What follows belongs to an exercise in optimizing a design on an open flow for small area and a short achievable clock period; a production flow would make more cautious choices.
Only simulation tests tie the RTL to the original design; equivalence was not proved.
Power and IR drop assume default switching activity.

==> flow/design.v <==
package mips_pkg;
   typedef logic [3:0] alu_func_t;
   localparam logic [5:0] FUNCT_ADD = 6'h20;
   localparam logic [5:0] FUNCT_SUB = 6'h22;
   localparam logic [5:0] FUNCT_AND = 6'h24;
   localparam logic [5:0] FUNCT_OR  = 6'h25;
   localparam logic [5:0] FUNCT_NOR = 6'h27;
   localparam logic [5:0] FUNCT_SLT = 6'h2A;
   localparam alu_func_t ALU_ADD = 4'b0010;
   localparam alu_func_t ALU_SUB = 4'b0110;
   localparam alu_func_t ALU_AND = 4'b0000;
   localparam alu_func_t ALU_OR  = 4'b0001;
   localparam alu_func_t ALU_NOR = 4'b1100;
   localparam alu_func_t ALU_SLT = 4'b0111;
   localparam alu_func_t ALU_INV = 4'b1111;
endpackage
module rf_inv (input logic a, output logic y);
   assign y = !a;
endmodule
module rf_nand2 (input logic a, b, output logic y);
   assign y = !(a && b);
endmodule
module rf_nand3 (input logic a, b, c, output logic y);
   assign y = !(a && b && c);
endmodule
module rf_nand4 (input logic a, b, c, d, output logic y);
   assign y = !(a && b && c && d);
endmodule
module rf_nor2 (input logic a, b, output logic y);
   assign y = !(a || b);
endmodule
module rf_nor3 (input logic a, b, c, output logic y);
   assign y = !(a || b || c);
endmodule
module rf_and4 (input logic a, b, c, d, output logic y);
   assign y = a && b && c && d;
endmodule
module rf_o21a (input logic a1, a2, b1, output logic y);
   assign y = (a1 || a2) && b1;
endmodule
module rf_a22o (input logic a1, a2, b1, b2, output logic y);
   assign y = (a1 && a2) || (b1 && b2);
endmodule
module rf_o21ai (input logic a1, a2, b1, output logic y);
   assign y = !((a1 || a2) && b1);
endmodule
module rf_aoi22 (input logic a1, a2, b1, b2, output logic y);
   assign y = !((a1 && a2) || (b1 && b2));
endmodule
module rf_aoi222 (input logic a1, a2, b1, b2, c1, c2, output logic y);
   assign y = !((a1 && a2) || (b1 && b2) || (c1 && c2));
endmodule
module rf_xnor2 (input logic a, b, output logic y);
   assign y = !(a ^ b);
endmodule
module rf_byp (
   input  logic       en,
   input  logic [4:0] a,
   input  logic [4:0] b,
   output logic       y
);
   logic [4:0] e;
   logic [1:0] n;
   for (genvar k = 0; k < 5; k++) begin : g_e
      rf_xnor2 u_e (.a(a[k]), .b(b[k]), .y(e[k]));
   end
   rf_nand3 u_n0 (.a(e[0]), .b(e[1]), .c(e[2]), .y(n[0]));
   rf_nand3 u_n1 (.a(e[3]), .b(e[4]), .c(en),   .y(n[1]));
   rf_nor2  u_y  (.a(n[0]), .b(n[1]), .y(y));
endmodule
module rf_pre2 (
   input  logic       en,
   input  logic [1:0] f,
   input  logic [1:0] f_n,
   output logic [3:0] y_n
);
   for (genvar v = 0; v < 4; v++) begin : g_v
      rf_nand3 u (.a(en), .b(v[1] ? f[1] : f_n[1]), .c(v[0] ? f[0] : f_n[0]), .y(y_n[v]));
   end
endmodule
module rf_pre2e2 (
   input  logic       en_a,
   input  logic       en_b,
   input  logic [1:0] f,
   input  logic [1:0] f_n,
   output logic [3:0] y_n
);
   for (genvar v = 0; v < 4; v++) begin : g_v
      rf_nand4 u (.a(en_a), .b(en_b), .c(v[1] ? f[1] : f_n[1]), .d(v[0] ? f[0] : f_n[0]),
                  .y(y_n[v]));
   end
endmodule
module rf_pre2n (
   input  logic [1:0] f,
   input  logic [1:0] f_n,
   output logic [3:0] y_n
);
   for (genvar v = 0; v < 4; v++) begin : g_v
      rf_nand2 u (.a(v[1] ? f[1] : f_n[1]), .b(v[0] ? f[0] : f_n[0]), .y(y_n[v]));
   end
endmodule
module rf_pre3 (
   input  logic [2:0] f,
   input  logic [2:0] f_n,
   output logic [7:0] y_n
);
   for (genvar v = 0; v < 8; v++) begin : g_v
      rf_nand3 u (.a(v[2] ? f[2] : f_n[2]), .b(v[1] ? f[1] : f_n[1]),
                  .c(v[0] ? f[0] : f_n[0]), .y(y_n[v]));
   end
endmodule
module rf_sel (
   input  logic        rst,
   input  logic        we,
   input  logic [4:0]  wr_addr,
   input  logic [4:0]  rd_addr1,
   input  logic [4:0]  rd_addr2,
   input  logic        en1,    
   input  logic        en2,    
   output logic [31:1] ld,
   output logic [31:1] ld_n,
   output logic [31:1] s1,
   output logic [31:1] s2
);
   logic [4:0] wa_n, ra1_n, ra2_n;
   logic       rst_n;
   logic [3:0] wh_n, h1_n, h2_n;
   logic [7:0] wl_n, l1_n, l2_n;
   for (genvar b = 0; b < 5; b++) begin : g_inv
      rf_inv u_w (.a(wr_addr[b]),  .y(wa_n[b]));
      rf_inv u_1 (.a(rd_addr1[b]), .y(ra1_n[b]));
      rf_inv u_2 (.a(rd_addr2[b]), .y(ra2_n[b]));
   end
   rf_inv u_rst (.a(rst), .y(rst_n));
   rf_pre2 u_wh (.en(we),  .f(wr_addr[4:3]),  .f_n(wa_n[4:3]),  .y_n(wh_n));
   rf_pre3 u_wl (          .f(wr_addr[2:0]),  .f_n(wa_n[2:0]),  .y_n(wl_n));
   rf_pre2  u_h1 (.en(en1), .f(rd_addr1[4:3]), .f_n(ra1_n[4:3]), .y_n(h1_n));
   rf_pre3 u_l1 (          .f(rd_addr1[2:0]), .f_n(ra1_n[2:0]), .y_n(l1_n));
   rf_pre2e2 u_h2 (.en_a(en1), .en_b(en2), .f(rd_addr2[4:3]), .f_n(ra2_n[4:3]), .y_n(h2_n));
   rf_pre3 u_l2 (          .f(rd_addr2[2:0]), .f_n(ra2_n[2:0]), .y_n(l2_n));
   for (genvar i = 1; i < 32; i++) begin : g_r
      logic wen;
      rf_o21ai u_ld (.a1(wh_n[i/8]), .a2(wl_n[i%8]), .b1(rst_n), .y(ld[i]));
      rf_o21a  u_ln (.a1(wh_n[i/8]), .a2(wl_n[i%8]), .b1(rst_n), .y(ld_n[i]));
      rf_nor2  u_we (.a(wh_n[i/8]), .b(wl_n[i%8]), .y(wen));
      rf_nor3  u_s1 (.a(h1_n[i/8]), .b(l1_n[i%8]), .c(wen), .y(s1[i]));
      rf_nor3  u_s2 (.a(h2_n[i/8]), .b(l2_n[i%8]), .c(wen), .y(s2[i]));
   end
endmodule
module rf_andor8 (
   input  logic [7:0] s,
   input  logic [7:0] d,
   output logic       y
);
   assign y = |(s & d);
endmodule
module rf_rd31 (
   input  logic [31:1] s,
   input  logic [31:1] d,
   input  logic        sx,
   input  logic        dx,
   output logic [1:0]  x
);
   logic [3:0] n;
   rf_andor8 u_n0 (.s(s[8:1]),          .d(d[8:1]),          .y(n[0]));
   rf_andor8 u_n1 (.s(s[16:9]),         .d(d[16:9]),         .y(n[1]));
   rf_andor8 u_n2 (.s(s[24:17]),        .d(d[24:17]),        .y(n[2]));
   rf_andor8 u_n3 (.s({sx, s[31:25]}),  .d({dx, d[31:25]}),  .y(n[3]));
   rf_nor2 u_x0 (.a(n[0]), .b(n[1]), .y(x[0]));
   rf_nor2 u_x1 (.a(n[2]), .b(n[3]), .y(x[1]));
endmodule
module rf_rdbit1 (
   input  logic [31:1] s,
   input  logic [31:1] d,
   input  logic        b,    
   input  logic        wd,   
   input  logic        h,    
   input  logic        q,    
   output logic        y
);
   logic [1:0] x;
   logic       gh;
   rf_rd31  u_rd (.s(s), .d(d), .sx(b), .dx(wd), .x(x));
   rf_nand2 u_gh (.a(h), .b(q), .y(gh));
   rf_nand3 u_y  (.a(x[0]), .b(x[1]), .c(gh), .y(y));
endmodule
module rf_rdbit2 (
   input  logic [31:1] s,
   input  logic [31:1] d,
   input  logic        b,    
   input  logic        wd,   
   input  logic        x,    
   input  logic        imm,  
   input  logic        h,    
   input  logic        q,    
   output logic        y
);
   logic [1:0] xo;
   logic       gi, gh;
   rf_rd31   u_rd (.s(s), .d(d), .sx(b), .dx(wd), .x(xo));
   rf_nand2  u_gi (.a(x), .b(imm), .y(gi));
   rf_nand2  u_gh (.a(h), .b(q), .y(gh));
   rf_nand4  u_y  (.a(xo[0]), .b(xo[1]), .c(gi), .d(gh), .y(y));
endmodule
module banco_registros_p #(
   parameter int DATA_W = 32,
   parameter int NREG   = 32,
   parameter int REG_AW = 5
) (
   input  logic              clk,
   input  logic              rst,
   input  logic              we,
   input  logic [REG_AW-1:0] wr_addr,
   input  logic [DATA_W-1:0] wr_data,
   input  logic [REG_AW-1:0] rd_addr1,
   input  logic [REG_AW-1:0] rd_addr2,
   input  logic              load,      
   input  logic              imm_sel,   
   input  logic [DATA_W-1:0] imm,
   input  logic [DATA_W-1:0] q1,        
   input  logic [DATA_W-1:0] q2,
   output logic [DATA_W-1:0] nxt1,      
   output logic [DATA_W-1:0] nxt2
);
   logic [NREG-1:1][DATA_W-1:0] regs;
   logic [NREG-1:1]             ld, ld_n, s1, s2;
   logic [NREG-1:1][DATA_W-1:0] nx;
   logic                        en2, b1, b2, x2, h, wr_nz;
   logic [DATA_W-1:0]           wdat;
   assign en2 = !imm_sel;
   assign x2  = load && imm_sel;
   assign h   = !load;
   rf_sel u_sel (
      .rst(rst), .we(we), .wr_addr(wr_addr), .rd_addr1(rd_addr1),
      .rd_addr2(rd_addr2), .en1(load), .en2(en2), .ld(ld), .ld_n(ld_n), .s1(s1), .s2(s2)
   );
   assign wr_nz = we && (wr_addr != '0);
   rf_byp u_b1 (.en(wr_nz && load),        .a(wr_addr), .b(rd_addr1), .y(b1));
   rf_byp u_b2 (.en(wr_nz && load && en2), .a(wr_addr), .b(rd_addr2), .y(b2));
   assign wdat = wr_data & {DATA_W{!rst}};
   for (genvar i = 1; i < NREG; i++) begin : g_nx
      for (genvar b = 0; b < DATA_W; b++) begin : g_b
         rf_a22o u_mx (.a1(regs[i][b]), .a2(ld_n[i]), .b1(wdat[b]), .b2(ld[i]), .y(nx[i][b]));
      end
   end
   always_ff @(posedge clk) begin
      regs <= nx;
   end
   for (genvar b = 0; b < DATA_W; b++) begin : g_rd
      logic [NREG-1:1] d;
      for (genvar i = 1; i < NREG; i++) begin : g_d
         assign d[i] = regs[i][b];
      end
      rf_rdbit1 u_rd1 (
         .s(s1), .d(d), .b(b1), .wd(wr_data[b]), .h(h), .q(q1[b]), .y(nxt1[b])
      );
      rf_rdbit2 u_rd2 (
         .s(s2), .d(d), .b(b2), .wd(wr_data[b]), .x(x2), .imm(imm[b]),
         .h(h), .q(q2[b]), .y(nxt2[b])
      );
   end
endmodule
import mips_pkg::*;
module etapa_decodificacion #(
   parameter int DATA_W = 32,
   parameter int NREG   = 32,
   parameter int REG_AW = 5
) (
   input  logic              clk,
   input  logic              rst,
   input  logic [31:0]       instruccion,
   input  logic              in_valid,
   output logic              in_ready,
   input  logic              sel,
   input  logic              sel2,
   input  logic              flush,
   input  logic              we,
   input  logic [REG_AW-1:0] wr_addr,
   input  logic [DATA_W-1:0] wr_data,
   output logic [DATA_W-1:0] salida1,
   output logic [DATA_W-1:0] salida2,
   output logic [3:0]        salida3,
   output logic [REG_AW-1:0] dest,
   output logic              out_valid,
   input  logic              out_ready
);
   logic [REG_AW-1:0] rs, rt, rd;
   logic [15:0]       imm;
   logic [5:0]        funct;
   logic [DATA_W-1:0] imm_ext, nxt1, nxt2;
   logic [REG_AW-1:0] dst_sel;
   logic [3:0]        alu_f;
   logic              xfer_in;
   logic              load;
   logic              out_ready_n;
   assign rs    = REG_AW'(instruccion[25:21]);
   assign rt    = REG_AW'(instruccion[20:16]);
   assign rd    = REG_AW'(instruccion[15:11]);
   assign imm   = instruccion[15:0];
   assign funct = instruccion[5:0];
   assign imm_ext = {{(DATA_W-16){imm[15]}}, imm};
   assign dst_sel = sel ? rd : rt;
   always_comb begin
      alu_f = ALU_INV;
      case (funct)
         FUNCT_ADD: alu_f = ALU_ADD;
         FUNCT_SUB: alu_f = ALU_SUB;
         FUNCT_AND: alu_f = ALU_AND;
         FUNCT_OR:  alu_f = ALU_OR;
         FUNCT_NOR: alu_f = ALU_NOR;
         FUNCT_SLT: alu_f = ALU_SLT;
         default:   alu_f = ALU_INV;
      endcase
   end
   rf_inv   u_ordy_n (.a(out_ready), .y(out_ready_n));
   rf_nand2 u_in_rdy (.a(out_valid), .b(out_ready_n), .y(in_ready));
   assign load    = !out_valid || out_ready;
   assign xfer_in = in_valid && load;
   always_ff @(posedge clk) begin
      if (rst) begin
         out_valid <= 1'b0;
      end else if (flush) begin
         out_valid <= 1'b0;
      end else if (xfer_in) begin
         out_valid <= 1'b1;
      end else if (out_ready) begin
         out_valid <= 1'b0;
      end
   end
   banco_registros_p #(
      .DATA_W(DATA_W),
      .NREG  (NREG),
      .REG_AW(REG_AW)
   ) u_banco (
      .clk     (clk),
      .rst     (rst),
      .we      (we),
      .wr_addr (wr_addr),
      .wr_data (wr_data),
      .rd_addr1(rs),
      .rd_addr2(rt),
      .load    (load),
      .imm_sel (sel2),
      .imm     (imm_ext),
      .q1      (salida1),
      .q2      (salida2),
      .nxt1    (nxt1),
      .nxt2    (nxt2)
   );
   always_ff @(posedge clk) begin
      salida1 <= nxt1;
      salida2 <= nxt2;
   end
   logic [3:0]        salida3_nx;
   logic [REG_AW-1:0] dest_nx;
   logic              hold;
   assign hold = !load;
   for (genvar b = 0; b < 4; b++) begin : g_s3
      rf_a22o u_mx (.a1(alu_f[b]), .a2(load), .b1(salida3[b]), .b2(hold), .y(salida3_nx[b]));
   end
   for (genvar b = 0; b < REG_AW; b++) begin : g_dst
      rf_a22o u_mx (.a1(dst_sel[b]), .a2(load), .b1(dest[b]), .b2(hold), .y(dest_nx[b]));
   end
   always_ff @(posedge clk) begin
      salida3 <= salida3_nx;
      dest    <= dest_nx;
   end
endmodule
==> flow/flow/run.sh <==
#!/bin/bash
# The standard layout (the standard.sh, standard synthesis unchanged), with
# these placement, resizing and clock-tree settings changed:
#  - input and output ports are buffered with buf_2 instead of the buffer
#    buffer_ports picks by itself (a delay cell on this platform);
#  - the resizer may change a cell to one of another footprint;
#  - clock-tree synthesis clusters up to 14 sinks per leaf buffer and inserts
#    no dummy loads (clock buffers from the same list as config.mk's).
# make's full output goes to flow_make.log in this folder; ORFS keeps each
# tool's own log under orfs/logs/.
set -euo pipefail
bash standard.sh \
  MATCH_CELL_FOOTPRINT=0 \
  "BUFFER_PORTS_ARGS=-buffer_cell sky130_fd_sc_hd__buf_2" \
  "CTS_ARGS=-sink_clustering_enable -repair_clock_nets -dont_use_dummy_load -sink_clustering_size 14 -sink_clustering_max_diameter 50 -buf_list {sky130_fd_sc_hd__clkbuf_8 sky130_fd_sc_hd__clkbuf_4}" \
  finish > flow_make.log 2>&1
==> flow/standard.sh <==
#!/bin/bash
# synth_recipe.tcl (not shown) runs the flow's synth.tcl, then flattens the netlist and writes it again
# the make line also repeats each setting of config.mk as NAME=value (left out here)
make -C /OpenROAD-flow-scripts/flow DESIGN_CONFIG=/design/flow/config.mk WORK_HOME=/design/flow/orfs CLKGATE_MAP_FILE= SYNTH_SCRIPT=/design/flow/synth_recipe.tcl "${@:-finish}"
==> flow/config.mk <==
export PLATFORM = sky130hd
export DESIGN_NAME = etapa_decodificacion
export DESIGN_NICKNAME = etapa_decodificacion
export VERILOG_FILES = /design/flow/design.v
export SDC_FILE = /design/flow/constraint.sdc
export NUM_CORES = 4
export LEC_CHECK = 0
export ABC_CLOCK_PERIOD_IN_PS = 1000
export CAP_MARGIN = 20
export CORE_MARGIN = 2
export CORE_UTILIZATION = 55
export CTS_BUF_LIST = sky130_fd_sc_hd__clkbuf_8 sky130_fd_sc_hd__clkbuf_4
export SETUP_SLACK_MARGIN = 2.6
export SLEW_MARGIN = 20
export SYNTH_HIERARCHICAL = 1
export TNS_END_PERCENT = 20
==> flow/constraint.sdc <==
create_clock -name core_clock -period 5.0 [get_ports {clk}]
set_input_delay 1.0000 -clock core_clock [delete_from_list [all_inputs] [get_ports {clk}]]
set_output_delay 1.0000 -clock core_clock [all_outputs]
set_load 0.01 [all_outputs]
==> summary.txt, run 1 <==
#FFs+latches synth: 1,066
initial core utilization: 55.8%
total core area: 76,200 sq um
Hold Vio Cnt, Final: 0
largest net degree at the start of global routing: 65
relative slew slack: 24.2%
CP Max Fanout: 47
vias in the first global route: 40,300
Setup Viol. Count Final: 0
CTS tree: done
Total Wirelength: 198 mm
RSZ-0062 raised after global routing: true
M1 WL: 72.9 mm
R2R setup slack: 2560 ps
Seq/Total Area, Yosys: 50.2%
worst vdd ir: 0.271 mV
commonest register cell after synthesis: dfxtp_1
die area: 79,500 sq um
largest family of logic cells by synthesized area: compound AO/OA/AOI/OAI gates
area of the multi-input gates: 22,800 sq um
Nets: 4,515
WL met2: 81.5 mm
Top Metal Used: met5
Die H: 282 microns
worst clock skew: 93.0 ps
Synth Area in Compound Gates: 39.7%
Clock Latency Late Sink: 780 ps
GP Congestion: 0.899
layout cells sized above 1: 18.0%
Tot GR Track Use: 47.3%
Fill cells: 6,138
WL per Instance: 36.2 microns
drt first pass iters: 9
1st-iter DRT viols: 7,851
Worst setup EP type: flop
hold path cells: 3
dominant cells by area after synthesis: dfxtp_1, a22o_1, a22oi_1, nand4_1, nor3_2
sequential cell area: 21,300 sq um
CP Class: in -> reg
Root Driver: clkbuf_8
CP Data Arrival Time: 3210 ps
synthesized instance count: 3,922
Util after Layout: 66.3%
Port-buffer cells: 145
CTS Buf Count: 108
Reg clk slew, reported paths: 80 ps
post-synthesis mux area share: 0.156%
Worst Max-Slew Pin Slew: 1130 ps
area share of and/or/nand/nor cells after synthesis: 9.52%
area delta synth->final: 18.8%
Max Clk Rate: 390 MHz
status: no timing/DRC/antenna violations
H-tree depth: 3
mean area per synthesized cell: 10.8 sq um
Max Cap Viol: 0
vias per cell: 7.96
Distinct cells, synth: 24
Final HPWL DP: 108 mm
I/O Pins: 152
FFs w/ async S/R, synth: 0%
Overflow after GRT: 0
leak pwr: 18.8 nW
Tcrit/Tclk final: 51.3%
Crit path required time: 5650 ps
metal3 WL: 29.7 mm
XOR/XNOR Fraction of Synth Area: 0.206%
r2r startpoint: out_valid
synth cell count leaders: dfxtp_1, a22oi_1, a22o_1
Post-Syn Area: 42,500 sq um
Period minus WS final: 2570 ps
top cell type's share of synthesized area: 50.2%
reg-to-reg endpoint: salida2[28]
Post-synth EDFFs: 0
pwr/cell area: 338 nW/um^2
leading area contributor after synthesis: dfxtp_1
hold worst-path end: salida2[6]
total negative slack: 0 ps
Pins Over Slew Limit: 0
Clock Sinks: 1,066
min-delay src: instruccion[6]
vias: 43,600
Post-DRT Antenna Nets: 0
count leader, synth: dfxtp_1
first-pass GRT wire length: 275 mm
Ys Warns: 8
Longest Clk Path Bufs: 3
Syn Nets: 3,999
DRC violations left: 0
Worst Hold Class: in -> reg
fraction of the mapped netlist area in adder cells: 0%
initial antenna violation count: 12
die width: 282 microns
row count: 101
Worst setup SP type: input port
FF-to-FF path depth: 9
==> modules after synthesis, one instance, submodules excluded, a selection <==
| module | copies in the design | flops+latches | cells inside |
|---|---|---|---|
| etapa_decodificacion | 1 | 74 | 93 |
| rf_andor8 | 256 | 0 | 5 |
| rf_nor3 | 62 | 0 | 1 |
| rf_a22o | 1001 | 0 | 1 |
| rf_xnor2 | 10 | 0 | 1 |
| rf_o21a | 31 | 0 | 1 |
| rf_nand4 | 36 | 0 | 1 |
| rf_nand3 | 68 | 0 | 1 |
| rf_o21ai | 31 | 0 | 1 |
| rf_inv | 17 | 0 | 1 |
| rf_nand2 | 97 | 0 | 1 |
| rf_nor2 | 161 | 0 | 1 |
==> area by class of cell <==
type                    count  share of cell area [%]
repair buffers            406                    6.91
well taps                1030                    2.55
inverters                  21                   0.198
multi-input cells        2835                    45.1
diodes                      4                  0.0198
flip-flops and latches   1066                    42.3
clock buffers             108                    2.94
==> critical path, stage by stage <==
cell and delay, ps:
buf_2 170, clkinvlp_4 520, buf_12 440, o21ai_4 380, buf_4 470, a22o_1 180
==> what timing repair did <==
action	4_1_cts	5_1_grt
pin swaps	37	43
endpoints found under the setup margin	363	281
cloned	2	6
gates resized for setup	239	106
buffers inserted	43	24
hold buffers	0	0
==> sequential cells by signal, indices dropped and copies added (netlist names) <==
register / flops
salida1: 32
salida3: 4
out_valid: 1
salida2: 32
dest: 5
u_banco.regs: 992
==> layer usage <==
metal / global-route usage [%] / up-vias
met5: 0.672 / -
met4: 30.8 / 24
met3: 16.8 / 870
met2: 67.4 / 3885
met1: 60.3 / 21000
li1: - / 17700
==> power breakdown <==
part	internal, mW	total [mW]	switching, mW
combinational	0.893	2.32	1.43
sequential	9.26	9.89	0.633
clock	1.91	4.83	2.92
total	12.1	17.0	4.98
==> how the worst max path moves through the flow <==
stage                     slack (ps)           endpoint         from  cells past startpoint
after floorplan                 1780         salida2[0]    out_ready                      7
after global placement          1040        salida2[17]   wr_addr[0]                     10
after detailed placement         950        salida2[17]   wr_addr[0]                     10
after CTS                       2470  u_banco.regs[111]          rst                      5
after global routing            2450        salida2[29]  salida2[29]                      1
final                           2430  u_banco.regs[239]          rst                      6
==> cells in the final DEF (no fill, tap or decap), drive strengths merged, types with 2 or more instances in the layout <==
| master | count |
|---|---|
| nand2 | 98 |
| dfxtp | 1066 |
| diode | 4 |
| mux2 | 5 |
| o21ai | 32 |
| buf | 401 |
| nand4 | 292 |
| o21a | 32 |
| inv | 18 |
| clkbuf | 113 |
| xnor2 | 10 |
| nor3 | 62 |
| a21oi | 2 |
| nor2b | 32 |
| nand3 | 69 |
| clkinvlp | 3 |
| nor2 | 165 |
| a22oi | 1024 |
| nand2b | 4 |
| a22o | 1001 |
==> through the flow <==
stage	power (mW)	cell area, sq um	setup WS (ps)	std cells	hold slack [ps]
final	17.0	50500	2430	5470	438
after global routing	17.4	50500	2450	5468	432
after CTS	16.8	49700	2470	5436	424
after detailed placement	12.1	47000	950	5283	451
after global placement	12.1	47000	1040	5283	448
after floorplan	11.1	42900	1780	3922	478
==> kinds of logic (layout without fill, tap and decap cells) <==
family                    count (synthesis)  count (layout)
buffers and inverters                    24             535
AOI/OAI and AO/OA                      2092            2092
other                                     0               4
and+or+nand+nor                         724             727
xor gates and xnor gates                 10              10
muxes                                     6               6
DFF                                    1066            1066
==> inputs of run 2 (changes only) <==
--- a/flow/design.v
+++ b/flow/design.v
@@ -124,16 +124,20 @@
 );
    logic [4:0] wa_n, ra1_n, ra2_n;
    logic       rst_n;
-   logic [3:0] wh_n, h1_n, h2_n;
-   logic [7:0] wl_n, l1_n, l2_n;
+   logic [3:0] wh_n, h1_n, h2_n, sh_n;
+   logic [7:0] wl_n, l1_n, l2_n, sl_n;
+   logic [4:0] sa_n;
    for (genvar b = 0; b < 5; b++) begin : g_inv
       rf_inv u_w (.a(wr_addr[b]),  .y(wa_n[b]));
+      rf_inv u_s (.a(wr_addr[b]),  .y(sa_n[b]));
       rf_inv u_1 (.a(rd_addr1[b]), .y(ra1_n[b]));
       rf_inv u_2 (.a(rd_addr2[b]), .y(ra2_n[b]));
    end
    rf_inv u_rst (.a(rst), .y(rst_n));
    rf_pre2 u_wh (.en(we),  .f(wr_addr[4:3]),  .f_n(wa_n[4:3]),  .y_n(wh_n));
    rf_pre3 u_wl (          .f(wr_addr[2:0]),  .f_n(wa_n[2:0]),  .y_n(wl_n));
+   rf_pre2 u_sh (.en(we),  .f(wr_addr[4:3]),  .f_n(sa_n[4:3]),  .y_n(sh_n));
+   rf_pre3 u_sl (          .f(wr_addr[2:0]),  .f_n(sa_n[2:0]),  .y_n(sl_n));
    rf_pre2  u_h1 (.en(en1), .f(rd_addr1[4:3]), .f_n(ra1_n[4:3]), .y_n(h1_n));
    rf_pre3 u_l1 (          .f(rd_addr1[2:0]), .f_n(ra1_n[2:0]), .y_n(l1_n));
    rf_pre2e2 u_h2 (.en_a(en1), .en_b(en2), .f(rd_addr2[4:3]), .f_n(ra2_n[4:3]), .y_n(h2_n));
@@ -142,7 +146,7 @@
       logic wen;
       rf_o21ai u_ld (.a1(wh_n[i/8]), .a2(wl_n[i%8]), .b1(rst_n), .y(ld[i]));
       rf_o21a  u_ln (.a1(wh_n[i/8]), .a2(wl_n[i%8]), .b1(rst_n), .y(ld_n[i]));
-      rf_nor2  u_we (.a(wh_n[i/8]), .b(wl_n[i%8]), .y(wen));
+      rf_nor2  u_we (.a(sh_n[i/8]), .b(sl_n[i%8]), .y(wen));
       rf_nor3  u_s1 (.a(h1_n[i/8]), .b(l1_n[i%8]), .c(wen), .y(s1[i]));
       rf_nor3  u_s2 (.a(h2_n[i/8]), .b(l2_n[i%8]), .c(wen), .y(s2[i]));
    end
--- a/flow/config.mk
+++ b/flow/config.mk
@@ -13,4 +13,3 @@
 export SETUP_SLACK_MARGIN = 2.6
 export SLEW_MARGIN = 20
 export SYNTH_HIERARCHICAL = 1
-export TNS_END_PERCENT = 20
==> summary.txt, run 2 <==
commonest non-fill, non-tap cell in the layout: dfxtp_1
Ys Warns: 8 (unchanged)
leading area contributor after synthesis: dfxtp_1
mean area per synthesized cell: 10.8 sq um (-0.25%)
CTS Buf Count: 112 (+3.7%)
XOR/XNOR Fraction of Synth Area: 0.206% (-0.00038 points)
Post-synth EDFFs: 0 (unchanged)
Worst setup SP type: input port
DRC violations left: 0 (unchanged)
pwr/cell area: 337 nW/um^2 (-0.16%)
Worst Max-Slew Pin Slew: 1030 ps (-106 ps)
Nets: 4,564 (+1.1%)
Longest Clk Path Bufs: 3 (unchanged)
drt first pass iters: 10 (+1)
initial antenna violation count: 13 (+1)
worst clock skew: 60.2 ps (-32.8 ps)
CP Data Arrival Time: 3120 ps (-90 ps)
row count: 102 (+0.99%)
Clock Sinks: 1,066 (unchanged)
post-synthesis mux area share: 0.156% (-0.00029 points)
die width: 282 microns (about the same)
Root Driver: clkbuf_8
die area: 79,700 sq um (+0.18%)
commonest cells after routing, fill and taps aside: dfxtp_1, a22oi_1, a22o_1
Post-Syn Area: 42,600 sq um (+0.19%)
H-tree depth: 3 (unchanged)
largest net degree at the start of global routing: 44 (-32%)
status: no timing/DRC/antenna violations
DP Cell Count: 5,319 (+0.68%)
Post-DRT Antenna Nets: 0 (unchanged)
synthesized instance count: 3,939 (+0.43%)
Tot GR Track Use: 47.6% (+0.27 points)
vias per cell: 7.96 (about the same)
Max Clk Rate: 400 MHz (+2.6%)
Max Cap Viol: 0 (unchanged)
non-filler instance count after layout: 5,535 (+1.2%)
worst vdd ir: 0.254 mV (-6.2%)
Overflow after GRT: 0 (unchanged)
Tcrit/Tclk final: 50.0% (-1.3 points)
Top reg by flops: u_banco.regs
Pins Over Slew Limit: 0 (unchanged)
leak pwr: 19.1 nW (+1.3%)
I/O Pins: 152 (unchanged)
CP Max Fanout: 32 (-32%)
Clock Latency Late Sink: 770 ps (about the same)
commonest register cell after synthesis: dfxtp_1
layout cells sized above 1: 19.1% (+1.1 points)
synth cell count leaders: dfxtp_1, a22oi_1, a22o_1
CTS tree: done
largest family of logic cells by synthesized area: compound AO/OA/AOI/OAI gates
Syn Nets: 4,016 (+0.43%)
RSZ-0062 raised after global routing: true
max reg flops: 992 (unchanged)
Total Wirelength: 199 mm (+0.68%)
Reg clk slew, reported paths: 90 ps (about the same)
CP Class: in -> reg
dominant cells by area after synthesis: dfxtp_1, a22o_1, a22oi_1, nand4_1, nor3_2
vias: 44,100 (+1.2%)
Port-buffer cells: 145 (unchanged)
relative slew slack: 31.5% (+7.3 points)
GP Congestion: 0.926 (+3.1%)
total negative slack: 0 ps (unchanged)
fraction of the mapped netlist area in adder cells: 0% (unchanged)
Crit path required time: 5610 ps (-40 ps)
area share of and/or/nand/nor cells after synthesis: 9.65% (+0.12 points)
1st-iter DRT viols: 8,035 (+2.3%)
vias in the first global route: 40,700 (+0.82%)
count leader, synth: dfxtp_1
first-pass GRT wire length: 277 mm (+0.82%)
Seq/Total Area, Yosys: 50.1% (-0.093 points)
Final HPWL DP: 112 mm (+3.0%)
#FFs+latches synth: 1,066 (unchanged)
top cell type's share of synthesized area: 50.1% (-0.093 points)
Worst Hold Class: in -> reg
Setup Viol. Count Final: 0 (unchanged)
FFs w/ async S/R, synth: 0% (unchanged)
total core area: 77,100 sq um (+1.2%)
WL per Instance: 36.0 microns (-0.51%)
Hold Vio Cnt, Final: 0 (unchanged)
Worst setup EP type: flop
Die H: 282 microns (about the same)
Distinct cells, synth: 24 (unchanged)
top flop regs: u_banco.regs (992), salida1 (32), salida2 (32)
initial core utilization: 55.2% (-0.54 points)
Period minus WS final: 2500 ps (-65.6 ps)
Synth Area in Compound Gates: 39.6% (-0.073 points)
area delta synth->final: 19.5%
## run 2: cell count changes after synthesis, sizes merged
cell   before  now
inv        21   26
nand3      69   81
## run 2: layer usage
metal / track usage [%] / up-vias / share of wire (%)
met5: 0.916 / - / 0.027
met4: 33.4 / 8 / 7.6
met3: 17.5 / 912 / 15
met2: 67.0 / 3882 / 41
met1: 60.0 / 21400 / 37
li1: - / 17900 / -
## run 2: path summary, 6_finish.rpt
kind | startpoint | to | slack (ps) | cells after the start
hold / removal | instruccion[7] | salida2[7] | 450 | 3
setup reg to reg | out_valid | salida2[27] | 2530 | 9
setup / recovery | wr_addr[2] | salida1[24] | 2500 | 11
hold reg to reg | salida1[16] | salida1[16] | 470 | 2
## run 2: timing repair
item / 4_1_cts / 5_1_grt
hold buffers: 0 / 0
setup buffers: 56 / 30
gates resized for setup: 236 / 106
gates cloned: 6 / 2
endpoints found under the setup margin: 718 / 342
pin swaps: 40 / 44
## run 2: stage by stage
step                power (mW)  area (sq um)  setup WS [ps]  utilization [%]  hold WS, ps
floorplan                 11.1         42900           1790                -          478
global placement          12.0         47100           1210             61.1          447
detailed placement        12.1         47100           1180             61.1          450
CTS                       16.9         50100           2410             65.0          427
global route              17.5         50900           2560             66.0          443
finish                    17.1         50900           2500             66.0          451
## run 2: logic make-up (layout without fill, tap and decap cells)
logic type      count (synthesis)  in the layout
buf+inv                        29            570
simple gates                  736            738
mux                             6              6
flops                        1066           1066
other cells                     0             10
xor+xnor                       10             10
compound gates               2092           2095
## run 2: worst max-delay path, stage by stage
cell and delay [ps]:
buf_16 130, clkinvlp_4 160, nand3_4 210, nor2_4 190, buf_4 130, nor3_4 40, buf_6 240, a22oi_2 240
nand4_1 310, nor2_4 320, nand3_1 110
## run 2: layout make-up
class | count | area, sq um
antenna | 10 | 25.0
clock buffer | 112 | 1540
sequential | 1066 | 21400
multi-input combinational | 2849 | 23100
timing repair buffer | 431 | 3500
tap | 1040 | 1300
fill | 6373 | 26200
timing repair inverter | 1 | 5.00
inverter | 26 | 115
## run 2: power by group
group	total, mW	switching, mW	internal (mW)
clock network	4.93	2.95	1.98
registers	9.87	0.613	9.26
logic	2.35	1.46	0.892
## run 2: modules after synthesis (local to each module, per instance), excerpt
module | cell area [sq um] | cells inside | flops+latches
rf_xnor2 | 8.76 | 1 | 0
etapa_decodificacion | 1630 | 93 | 74
rf_o21a | 7.51 | 1 | 0
rf_a22o | 8.76 | 1 | 0
rf_nand3 | 5.00 | 1 | 0
rf_inv | 3.75 | 1 | 0
rf_o21ai | 5.00 | 1 | 0
rf_nor3 | 10.0 | 1 | 0
rf_nor2 | 3.75 | 1 | 0
rf_nand4 | 6.26 | 1 | 0
rf_andor8 | 36.3 | 5 | 0
==> inputs of run 3 (changes only) <==
--- a/flow/config.mk
+++ b/flow/config.mk
@@ -13,3 +13,4 @@
 export SETUP_SLACK_MARGIN = 2.6
 export SLEW_MARGIN = 20
 export SYNTH_HIERARCHICAL = 1
+export TNS_END_PERCENT = 20
==> summary.txt, run 3 <==
status: no timing/DRC/antenna violations
dominant cells by area after synthesis: dfxtp_1, a22o_1, a22oi_1, nand4_1, nor3_2
H-tree depth: 3 (unchanged)
I/O Pins: 152 (unchanged)
total negative slack: 0 ps (unchanged)
pwr/cell area: 340 nW/um^2 (+0.80%)
largest net degree at the start of global routing: 65 (+48%)
total core area: 77,100 sq um (unchanged)
Util after Layout: 65.3% (-0.72 points)
Setup Viol. Count Final: 0 (unchanged)
drt first pass iters: 7 (-3)
switching pwr: 5.00 mW (-0.56%)
max incr delay on CP: 780 ps (+460 ps)
Nets: 4,527 (-0.81%)
leading area contributor after synthesis: dfxtp_1
max reg flops: 992 (unchanged)
Clock Sinks: 1,066 (unchanged)
Worst Hold Class: in -> reg
DP Area: 47,100 sq um (about the same)
Comb power frac: 13.6% (about the same)
row count: 102 (unchanged)
vias in the first global route: 40,000 (-1.7%)
count leader, synth: dfxtp_1
mean area per synthesized cell: 10.8 sq um (unchanged)
Synth Area in Compound Gates: 39.6% (unchanged)
XOR/XNOR Fraction of Synth Area: 0.206% (unchanged)
Pwr Total: 17.1 mW (-0.29%)
RSZ-0062 raised after global routing: true
CP Data Arrival Time: 3420 ps (+300 ps)
Overflow after GRT: 0 (unchanged)
Pins Over Slew Limit: 0 (unchanged)
CP Class: in -> reg
Tot GR Track Use: 47.3% (-0.31 points)
die width: 282 microns (unchanged)
cell family with most CP delay: compound AO/OA/AOI/OAI gates
post-synthesis mux area share: 0.156% (unchanged)
fraction of the mapped netlist area in adder cells: 0% (unchanged)
initial antenna violation count: 11 (-2)
Final HPWL DP: 109 mm (-2.6%)
synth cell count leaders: dfxtp_1, a22oi_1, a22o_1
Post-Syn Area: 42,600 sq um (unchanged)
1st-iter DRT viols: 8,144 (+1.4%)
top cell type's share of synthesized area: 50.1% (unchanged)
Clock Latency Late Sink: 780 ps (about the same)
largest family of logic cells by synthesized area: compound AO/OA/AOI/OAI gates
Max Clk Rate: 368 MHz (-7.9%)
Post-DRT Antenna Nets: 0 (unchanged)
first-pass GRT wire length: 275 mm (-0.75%)
die area: 79,700 sq um (unchanged)
Distinct cells, synth: 24 (unchanged)
worst vdd ir: 0.232 mV (-8.7%)
layout cells sized above 1: 18.1% (-1.1 points)
top flop regs: u_banco.regs (992), salida1 (32), salida2 (32)
Int Pwr: 12.1 mW (-0.18%)
most used cell along the critical path: buf_4
CTS tree: done
Post-synth EDFFs: 0 (unchanged)
Ys Warns: 8 (unchanged)
area delta synth->final: 18.2%
Tcrit/Tclk final: 54.3% (+4.3 points)
Clock power frac: 28.6% (-0.2 points)
Longest Clk Path Bufs: 3 (unchanged)
Seq/Total Area, Yosys: 50.1% (unchanged)
Period minus WS final: 2720 ps (+214 ps)
commonest register cell after synthesis: dfxtp_1
Top reg by flops: u_banco.regs
Fill cells: 6,338 (-0.55%)
sequential power share: 57.8% (+0.2 points)
Die H: 282 microns (unchanged)
non-filler instance count after layout: 5,497 (-0.69%)
Worst Max-Slew Pin Slew: 1250 ps (+225 ps)
Hold Vio Cnt, Final: 0 (unchanged)
worst path bufs/invs: 3 (-1)
Switching Share: 29.2% (-0.077 points)
Port-buffer cells: 145 (unchanged)
Finished Cell Area: 50,300 sq um (-1.1%)
vias: 43,800 (-0.64%)
crit-path cells: buf_4 > inv_1 > nand3_2 > o21ai_4 > buf_4 > a22o_1
Worst setup EP type: flop
vias per cell: 7.97 (about the same)
relative slew slack: 16.6% (-15 points)
initial core utilization: 55.2% (unchanged)
Worst setup SP type: input port
DRC violations left: 0 (unchanged)
worst clock skew: 74.3 ps (+14.0 ps)
commonest non-fill, non-tap cell in the layout: dfxtp_1
synthesized instance count: 3,939 (unchanged)
Syn Nets: 4,016 (unchanged)
area share of and/or/nand/nor cells after synthesis: 9.65% (unchanged)
Max Cap Viol: 0 (unchanged)
Total Wirelength: 198 mm (-0.83%)
CP Max Fanout: 21 (-34%)
Crit path required time: 5700 ps (+90 ps)
#FFs+latches synth: 1,066 (unchanged)
CP max stage cell: o21ai_4
CTS Buf Count: 111 (-0.89%)
WL per Instance: 36.0 microns (-0.14%)
commonest cells after routing, fill and taps aside: dfxtp_1, a22oi_1, a22o_1
DP Cell Count: 5,303 (-0.30%)
GP Congestion: 0.944 (+1.9%)
Root Driver: clkbuf_8
Reg clk slew, reported paths: 90 ps (about the same)
FFs w/ async S/R, synth: 0% (unchanged)
leak pwr: 18.8 nW (-1.4%)
run 3: power by group through the flow:
stage / Clock [mW] / Combinational [mW] / Sequential, mW
after floorplan: 0 / 1.17 / 9.90
after global placement: 0 / 2.05 / 10.0
after detailed placement: 0 / 2.10 / 10.0
after CTS: 4.86 / 2.17 / 9.83
after global routing: 5.18 / 2.37 / 9.95
final: 4.89 / 2.32 / 9.88
run 3: metal layers:
layer / part of all wire [%] / routed length (microns) / vias up / global-route usage, %
met5: 0.070 / 138 / - / 0.183
met2: 41 / 80300 / 3918 / 65.4
met3: 15 / 29900 / 817 / 16.9
met1: 37 / 73500 / 21200 / 61.5
met4: 7.0 / 13900 / 18 / 32.1
li1: - / - / 17800 / -
run 3: layout make-up:
type                    instances  area [sq um]  area share (%)
inverters                      26           114           0.226
flip-flops and latches       1066         21300            42.4
diodes                          9          22.5          0.0447
repair inverters                1          7.51          0.0149
repair buffers                393          3170            6.30
well taps                    1040          1300            2.59
clock buffers                 111          1530            3.03
multi-input cells            2851         22900            45.4
run 3: modules after synthesis, one instance, submodules excluded, excerpt:
module / area [sq um] / copies in the design / cells / flops+latches
rf_nor3: 10.0 / 62 / 1 / 0
rf_a22o: 8.76 / 1001 / 1 / 0
rf_nor2: 3.75 / 161 / 1 / 0
rf_o21a: 7.51 / 31 / 1 / 0
rf_nand4: 6.26 / 36 / 1 / 0
rf_nand3: 5.00 / 80 / 1 / 0
etapa_decodificacion: 1630 / 1 / 93 / 74
rf_inv: 3.75 / 22 / 1 / 0
run 3: worst paths after layout:
| kind | from | end | slack [ps] | cells after the start |
|---|---|---|---|---|
| worst max-delay path | wr_addr[3] | u_banco.regs[176] | 2280 | 6 |
| worst min-delay path | in_valid | out_valid | 440 | 2 |
| worst max register to register | out_valid | salida2[9] | 2520 | 10 |
| worst min register to register | salida1[10] | salida1[10] | 470 | 2 |
run 3: worst register-to-register path: cells and delay by family (launching register included):
family                 cells  cell delay [ps]
AO/OA/AOI/OAI              1              310
buffers and inverters      3              590
flip-flops                 1              410
AND/OR/NAND/NOR            6             1010
run 3: repair_timing:
item,4_1_cts,5_1_grt
cloned,7,1
pin swaps,18,27
endpoints found under the setup margin,561,755
resized for setup,136,144
buffers inserted,45,21
hold buffers,0,0
run 3: metrics by stage:
stage	hold WS [ps]	setup WS [ps]
6_report	442	2280
5_1_grt	454	2360
4_1_cts	416	2310
3_5_place_dp	452	1080
3_3_place_gp	447	1100
2_1_floorplan	478	1790
run 3: cells by family (layout without fill, tap and decap cells):
family	Yosys count	after routing
other	0	9
buffers and inverters	29	531
multiplexers	6	6
AO/OA/AOI/OAI	2092	2098
AND/OR/NAND/NOR	736	737
XOR/XNOR	10	10
flip-flops	1066	1066
==> inputs of run 4 (changes only) <==
--- a/flow/design.v
+++ b/flow/design.v
@@ -117,38 +117,36 @@
    input  logic [4:0]  rd_addr2,
    input  logic        en1,    
    input  logic        en2,    
-   output logic [31:1] ld,
-   output logic [31:1] ld_n,
-   output logic [31:1] s1,
-   output logic [31:1] s2
+   output logic [1:0][31:1] ld,
+   output logic [1:0][31:1] ld_n,
+   output logic [1:0][31:1] s1,
+   output logic [1:0][31:1] s2
 );
    logic [4:0] wa_n, ra1_n, ra2_n;
    logic       rst_n;
-   logic [3:0] wh_n, h1_n, h2_n, sh_n;
-   logic [7:0] wl_n, l1_n, l2_n, sl_n;
-   logic [4:0] sa_n;
+   logic [3:0] wh_n, h1_n, h2_n;
+   logic [7:0] wl_n, l1_n, l2_n;
    for (genvar b = 0; b < 5; b++) begin : g_inv
       rf_inv u_w (.a(wr_addr[b]),  .y(wa_n[b]));
-      rf_inv u_s (.a(wr_addr[b]),  .y(sa_n[b]));
       rf_inv u_1 (.a(rd_addr1[b]), .y(ra1_n[b]));
       rf_inv u_2 (.a(rd_addr2[b]), .y(ra2_n[b]));
    end
    rf_inv u_rst (.a(rst), .y(rst_n));
    rf_pre2 u_wh (.en(we),  .f(wr_addr[4:3]),  .f_n(wa_n[4:3]),  .y_n(wh_n));
    rf_pre3 u_wl (          .f(wr_addr[2:0]),  .f_n(wa_n[2:0]),  .y_n(wl_n));
-   rf_pre2 u_sh (.en(we),  .f(wr_addr[4:3]),  .f_n(sa_n[4:3]),  .y_n(sh_n));
-   rf_pre3 u_sl (          .f(wr_addr[2:0]),  .f_n(sa_n[2:0]),  .y_n(sl_n));
    rf_pre2  u_h1 (.en(en1), .f(rd_addr1[4:3]), .f_n(ra1_n[4:3]), .y_n(h1_n));
    rf_pre3 u_l1 (          .f(rd_addr1[2:0]), .f_n(ra1_n[2:0]), .y_n(l1_n));
    rf_pre2e2 u_h2 (.en_a(en1), .en_b(en2), .f(rd_addr2[4:3]), .f_n(ra2_n[4:3]), .y_n(h2_n));
    rf_pre3 u_l2 (          .f(rd_addr2[2:0]), .f_n(ra2_n[2:0]), .y_n(l2_n));
    for (genvar i = 1; i < 32; i++) begin : g_r
       logic wen;
-      rf_o21ai u_ld (.a1(wh_n[i/8]), .a2(wl_n[i%8]), .b1(rst_n), .y(ld[i]));
-      rf_o21a  u_ln (.a1(wh_n[i/8]), .a2(wl_n[i%8]), .b1(rst_n), .y(ld_n[i]));
-      rf_nor2  u_we (.a(sh_n[i/8]), .b(sl_n[i%8]), .y(wen));
-      rf_nor3  u_s1 (.a(h1_n[i/8]), .b(l1_n[i%8]), .c(wen), .y(s1[i]));
-      rf_nor3  u_s2 (.a(h2_n[i/8]), .b(l2_n[i%8]), .c(wen), .y(s2[i]));
+      rf_nor2  u_we (.a(wh_n[i/8]), .b(wl_n[i%8]), .y(wen));
+      for (genvar c = 0; c < 2; c++) begin : g_c
+         rf_o21ai u_ld (.a1(wh_n[i/8]), .a2(wl_n[i%8]), .b1(rst_n), .y(ld[c][i]));
+         rf_o21a  u_ln (.a1(wh_n[i/8]), .a2(wl_n[i%8]), .b1(rst_n), .y(ld_n[c][i]));
+         rf_nor3  u_s1 (.a(h1_n[i/8]), .b(l1_n[i%8]), .c(wen), .y(s1[c][i]));
+         rf_nor3  u_s2 (.a(h2_n[i/8]), .b(l2_n[i%8]), .c(wen), .y(s2[c][i]));
+      end
    end
 endmodule
 module rf_andor8 (
@@ -227,7 +225,7 @@
    output logic [DATA_W-1:0] nxt2
 );
    logic [NREG-1:1][DATA_W-1:0] regs;
-   logic [NREG-1:1]             ld, ld_n, s1, s2;
+   logic [1:0][NREG-1:1]        ld, ld_n, s1, s2;
    logic [NREG-1:1][DATA_W-1:0] nx;
    logic                        en2, b1, b2, x2, h, wr_nz;
    logic [DATA_W-1:0]           wdat;
@@ -244,7 +242,8 @@
    assign wdat = wr_data & {DATA_W{!rst}};
    for (genvar i = 1; i < NREG; i++) begin : g_nx
       for (genvar b = 0; b < DATA_W; b++) begin : g_b
-         rf_a22o u_mx (.a1(regs[i][b]), .a2(ld_n[i]), .b1(wdat[b]), .b2(ld[i]), .y(nx[i][b]));
+         rf_a22o u_mx (.a1(regs[i][b]), .a2(ld_n[b/16][i]), .b1(wdat[b]), .b2(ld[b/16][i]),
+                       .y(nx[i][b]));
       end
    end
    always_ff @(posedge clk) begin
@@ -256,10 +255,10 @@
          assign d[i] = regs[i][b];
       end
       rf_rdbit1 u_rd1 (
-         .s(s1), .d(d), .b(b1), .wd(wr_data[b]), .h(h), .q(q1[b]), .y(nxt1[b])
+         .s(s1[b/16]), .d(d), .b(b1), .wd(wr_data[b]), .h(h), .q(q1[b]), .y(nxt1[b])
       );
       rf_rdbit2 u_rd2 (
-         .s(s2), .d(d), .b(b2), .wd(wr_data[b]), .x(x2), .imm(imm[b]),
+         .s(s2[b/16]), .d(d), .b(b2), .wd(wr_data[b]), .x(x2), .imm(imm[b]),
          .h(h), .q(q2[b]), .y(nxt2[b])
       );
    end
--- a/flow/config.mk
+++ b/flow/config.mk
@@ -13,4 +13,3 @@
 export SETUP_SLACK_MARGIN = 2.6
 export SLEW_MARGIN = 20
 export SYNTH_HIERARCHICAL = 1
-export TNS_END_PERCENT = 20
==> summary.txt, run 4 <==
Clock Latency Late Sink: 760 ps (-20 ps)
DP Area: 47,400 sq um (+0.70%)
WL per Instance: 30.7 microns (-15%)
WL met2: 75.3 mm (-6.2%)
CP Launch Point: instruccion[23]
CP Class: in -> reg
Clock Sinks: 1,066 (unchanged)
worst path bufs/invs: 3 (unchanged)
Top Metal Used: met5
DP Cell Count: 5,364 (+1.2%)
#FFs+latches synth: 1,066 (unchanged)
Nets: 4,763 (+5.2%)
Worst setup EP type: flop
synthesized instance count: 4,046 (+2.7%)
relative slew slack: 21.3% (+4.7 points)
Period minus WS final: 2550 ps (-171 ps)
vias per cell: 7.56 (-5.2%)
mean area per synthesized cell: 10.8 sq um (-0.52%)
largest net degree at the start of global routing: 125 (+92%)
status: no timing/DRC/antenna violations
hold worst-path end: out_valid
initial antenna violation count: 6 (-5)
Max Clk Rate: 393 MHz (+6.7%)
CP Max Fanout: 8 (-62%)
H-tree depth: 3 (unchanged)
pwr/cell area: 320 nW/um^2 (-5.7%)
Reg clk slew, reported paths: 90 ps (about the same)
synth cell count leaders: dfxtp_1, a22oi_1, a22o_1
layout cells sized above 1: 21.6% (+3.5 points)
I/O Pins: 152 (unchanged)
top cell type's share of synthesized area: 49.0% (-1.1 points)
area delta synth->final: 22.5%
1st-iter DRT viols: 6,644 (-18%)
hold path cells: 2 (unchanged)
top flop regs: u_banco.regs (992), salida1 (32), salida2 (32)
R2R setup slack: 2630 ps (+110 ps)
Util after Layout: 67.8% (+2.5 points)
FF-to-FF path depth: 10 (unchanged)
non-filler instance count after layout: 5,738 (+4.4%)
total negative slack: 0 ps (unchanged)
Post-synth EDFFs: 0 (unchanged)
die area: 81,400 sq um (+2.2%)
max incr delay on CP: 510 ps (-270 ps)
Crit path required time: 5660 ps (-40 ps)
commonest non-fill, non-tap cell in the layout: dfxtp_1
Distinct cells, synth: 24 (unchanged)
die width: 285 microns (+1.1%)
crit-path cells: buf_2 > inv_1 > nand3_4 > nor3_4 > buf_12 > a22oi_1 > nand4_1 > nor2_2 > nand3_1
Worst Hold Class: in -> reg
Finished Cell Area: 53,300 sq um (+5.9%)
Top reg by flops: u_banco.regs
Die H: 285 microns (+1.1%)
Overflow after GRT: 0 (unchanged)
CP Data Arrival Time: 3200 ps (-220 ps)
CP max stage cell: nor3_4
Hold Vio Cnt, Final: 0 (unchanged)
worst setup margin: 2450 ps (+171 ps)
worst clock skew: 74.3 ps (+0.0648 ps)
Longest Clk Path Bufs: 3 (unchanged)
Max Cap Viol: 0 (unchanged)
max reg flops: 992 (unchanged)
Final HPWL DP: 109 mm (-0.29%)
count leader, synth: dfxtp_1
leading area contributor after synthesis: dfxtp_1
first-pass GRT wire length: 251 mm (-8.7%)
CTS tree: done
commonest cells after routing, fill and taps aside: dfxtp_1, a22o_1, a22oi_1
Root Driver: clkbuf_8
CTS Buf Count: 112 (+0.90%)
Post-DRT Antenna Nets: 0 (unchanged)
reg-to-reg endpoint: salida1[15]
Setup Viol. Count Final: 0 (unchanged)
Ys Warns: 8 (unchanged)
Pins Over Slew Limit: 0 (unchanged)
leak pwr: 19.6 nW (+4.3%)
commonest register cell after synthesis: dfxtp_1
initial core utilization: 55.4% (+0.11 points)
WHS: 430 ps (-12.1 ps)
cell family with most CP delay: simple AND/OR/NAND/NOR gates
Pwr Total: 17.1 mW (-0.16%)
drt first pass iters: 9 (+2)
Worst setup SP type: input port
FFs w/ async S/R, synth: 0% (unchanged)
Worst Max-Slew Pin Slew: 1180 ps (-70.8 ps)
M1 WL: 70.8 mm (-3.7%)
r2r startpoint: out_valid
Syn Nets: 4,123 (+2.7%)
DRC violations left: 0 (unchanged)
Tcrit/Tclk final: 50.9% (-3.4 points)
metal3 WL: 24.2 mm (-19%)
Port-buffer cells: 145 (unchanged)
worst vdd ir: 0.296 mV (+28%)
RSZ-0062 raised after global routing: true
Total Wirelength: 176 mm (-11%)
row count: 103 (+0.98%)
GP Congestion: 0.967 (+2.5%)
Tot GR Track Use: 39.7% (-7.5 points)
Post-Syn Area: 43,500 sq um (+2.2%)
min-delay src: in_valid
Seq/Total Area, Yosys: 49.0% (-1.1 points)
dominant cells by area after synthesis: dfxtp_1, a22o_1, a22oi_1, nand4_1, nor3_2
vias: 43,400 (-1.0%)
total core area: 78,600 sq um (+2.0%)
dpl ws: 1040 ps (-42.9 ps)
vias in the first global route: 39,100 (-2.1%)
==> run 4: power by group <==
part | total, mW | internal, mW | switching [mW]
clock network | 4.88 | 1.98 | 2.90
registers | 9.90 | 9.26 | 0.645
logic | 2.29 | 0.952 | 1.34
total | 17.1 | 12.2 | 4.89
==> run 4: area by class of cell <==
cell class	instances	area [sq um]
Clock buffer	112	1540
Fill cell	6039	25300
Sequential cell	1066	21400
Multi-Input combinational cell	2966	23900
Antenna cell	4	10.0
Timing Repair Buffer	519	5050
Inverter	21	113
Tap cell	1050	1310
==> run 4: timing repair <==
item,CTS,global route
setup endpoints to repair,348,458
endpoints found under the hold margin,0,0
cloned,9,8
hold buffers,0,0
buffers inserted,153,87
gates resized for setup,120,164
pin swaps,107,78
==> run 4: worst max path at each step <==
stage / endpoint / cells after the start / slack, ps
after floorplan: u_banco.regs[221] / 3 / 1660
after global placement: salida2[9] / 10 / 1110
after detailed placement: salida2[9] / 10 / 1040
after CTS: salida2[11] / 11 / 2600
after global routing: salida1[26] / 10 / 2510
final: salida1[29] / 9 / 2450
==> run 4: cell families (layout without fill, tap and decap cells) <==
family	after synthesis	after routing	share of synthesized area, %
compound gates	2154	2154	39.7
buf+inv	24	652	0.216
mux	6	6	0.152
xor+xnor	10	10	0.201
other cells	0	4	0
flops	1066	1066	49.0
simple gates	786	796	10.7
==> run 4: modules after synthesis (local to each module, per instance), excerpt <==
module	cell area (sq um)	copies in the design	cells inside	flip-flops and latches
rf_a22o	8.76	1001	1	0
etapa_decodificacion	1630	1	93	74
rf_nor3	10.0	124	1	0
rf_nand2	3.75	97	1	0
rf_nor2	3.75	161	1	0
rf_nand3	5.00	68	1	0
rf_o21a	7.51	62	1	0
rf_inv	3.75	17	1	0
==> run 4: routing by layer <==
| metal | track usage [%] | up-vias |
|---|---|---|
| li1 | - | 18500 |
| met1 | 56.2 | 21200 |
| met2 | 57.7 | 3115 |
| met3 | 12.3 | 521 |
| met4 | 12.7 | 8 |
| met5 | 0 | - |
==> run 4: worst reg2reg max path, delay by kind of cell, from the launching register on <==
kind / cells / cell delay (ps)
AO/OA/AOI/OAI: 1 / 210
AND/OR/NAND/NOR: 6 / 1060
flip-flops: 1 / 450
buffers and inverters: 3 / 520

[separate check: timing with driven ports]
The flow's constraints put no driver on any port. The routed layouts listed below were extracted and timed again, unchanged, in two steps.
Step 1 (the two cells are an assumption about what drives the block):
set clk [get_ports {clk}]
set_driving_cell -lib_cell sky130_fd_sc_hd__clkbuf_16 $clk
set_driving_cell -lib_cell sky130_fd_sc_hd__buf_2 [delete_from_list [all_inputs] $clk]
Step 2 also shifts input and output timing later by t, the mid clock arrival at the registers, as if the neighbouring blocks saw the same clock.
Slacks: ideal / step 1 / step 2; pairs: ideal / step 1.
run | t, ns | slack for setup (ns) | latest minus earliest clock arrival (ns) | pins driven straight from the clock port
run 1 | 0.810 | 2.433 / 2.401 / 1.604 | 0.103 / 0.103 | 1
run 2 | 0.816 | 2.498 / 2.448 / 1.632 | 0.080 / 0.080 | 1
run 3 | 0.817 | 2.284 / 2.321 / 1.504 | 0.088 / 0.088 | 1
run 4 | 0.801 | 2.455 / 2.477 / 1.676 | 0.093 / 0.093 | 1
After both steps setup and hold are still met in every run listed. The setup slack of run 2, which loses most, moves by -0.050 ns with the drivers and by -0.866 ns with both steps.
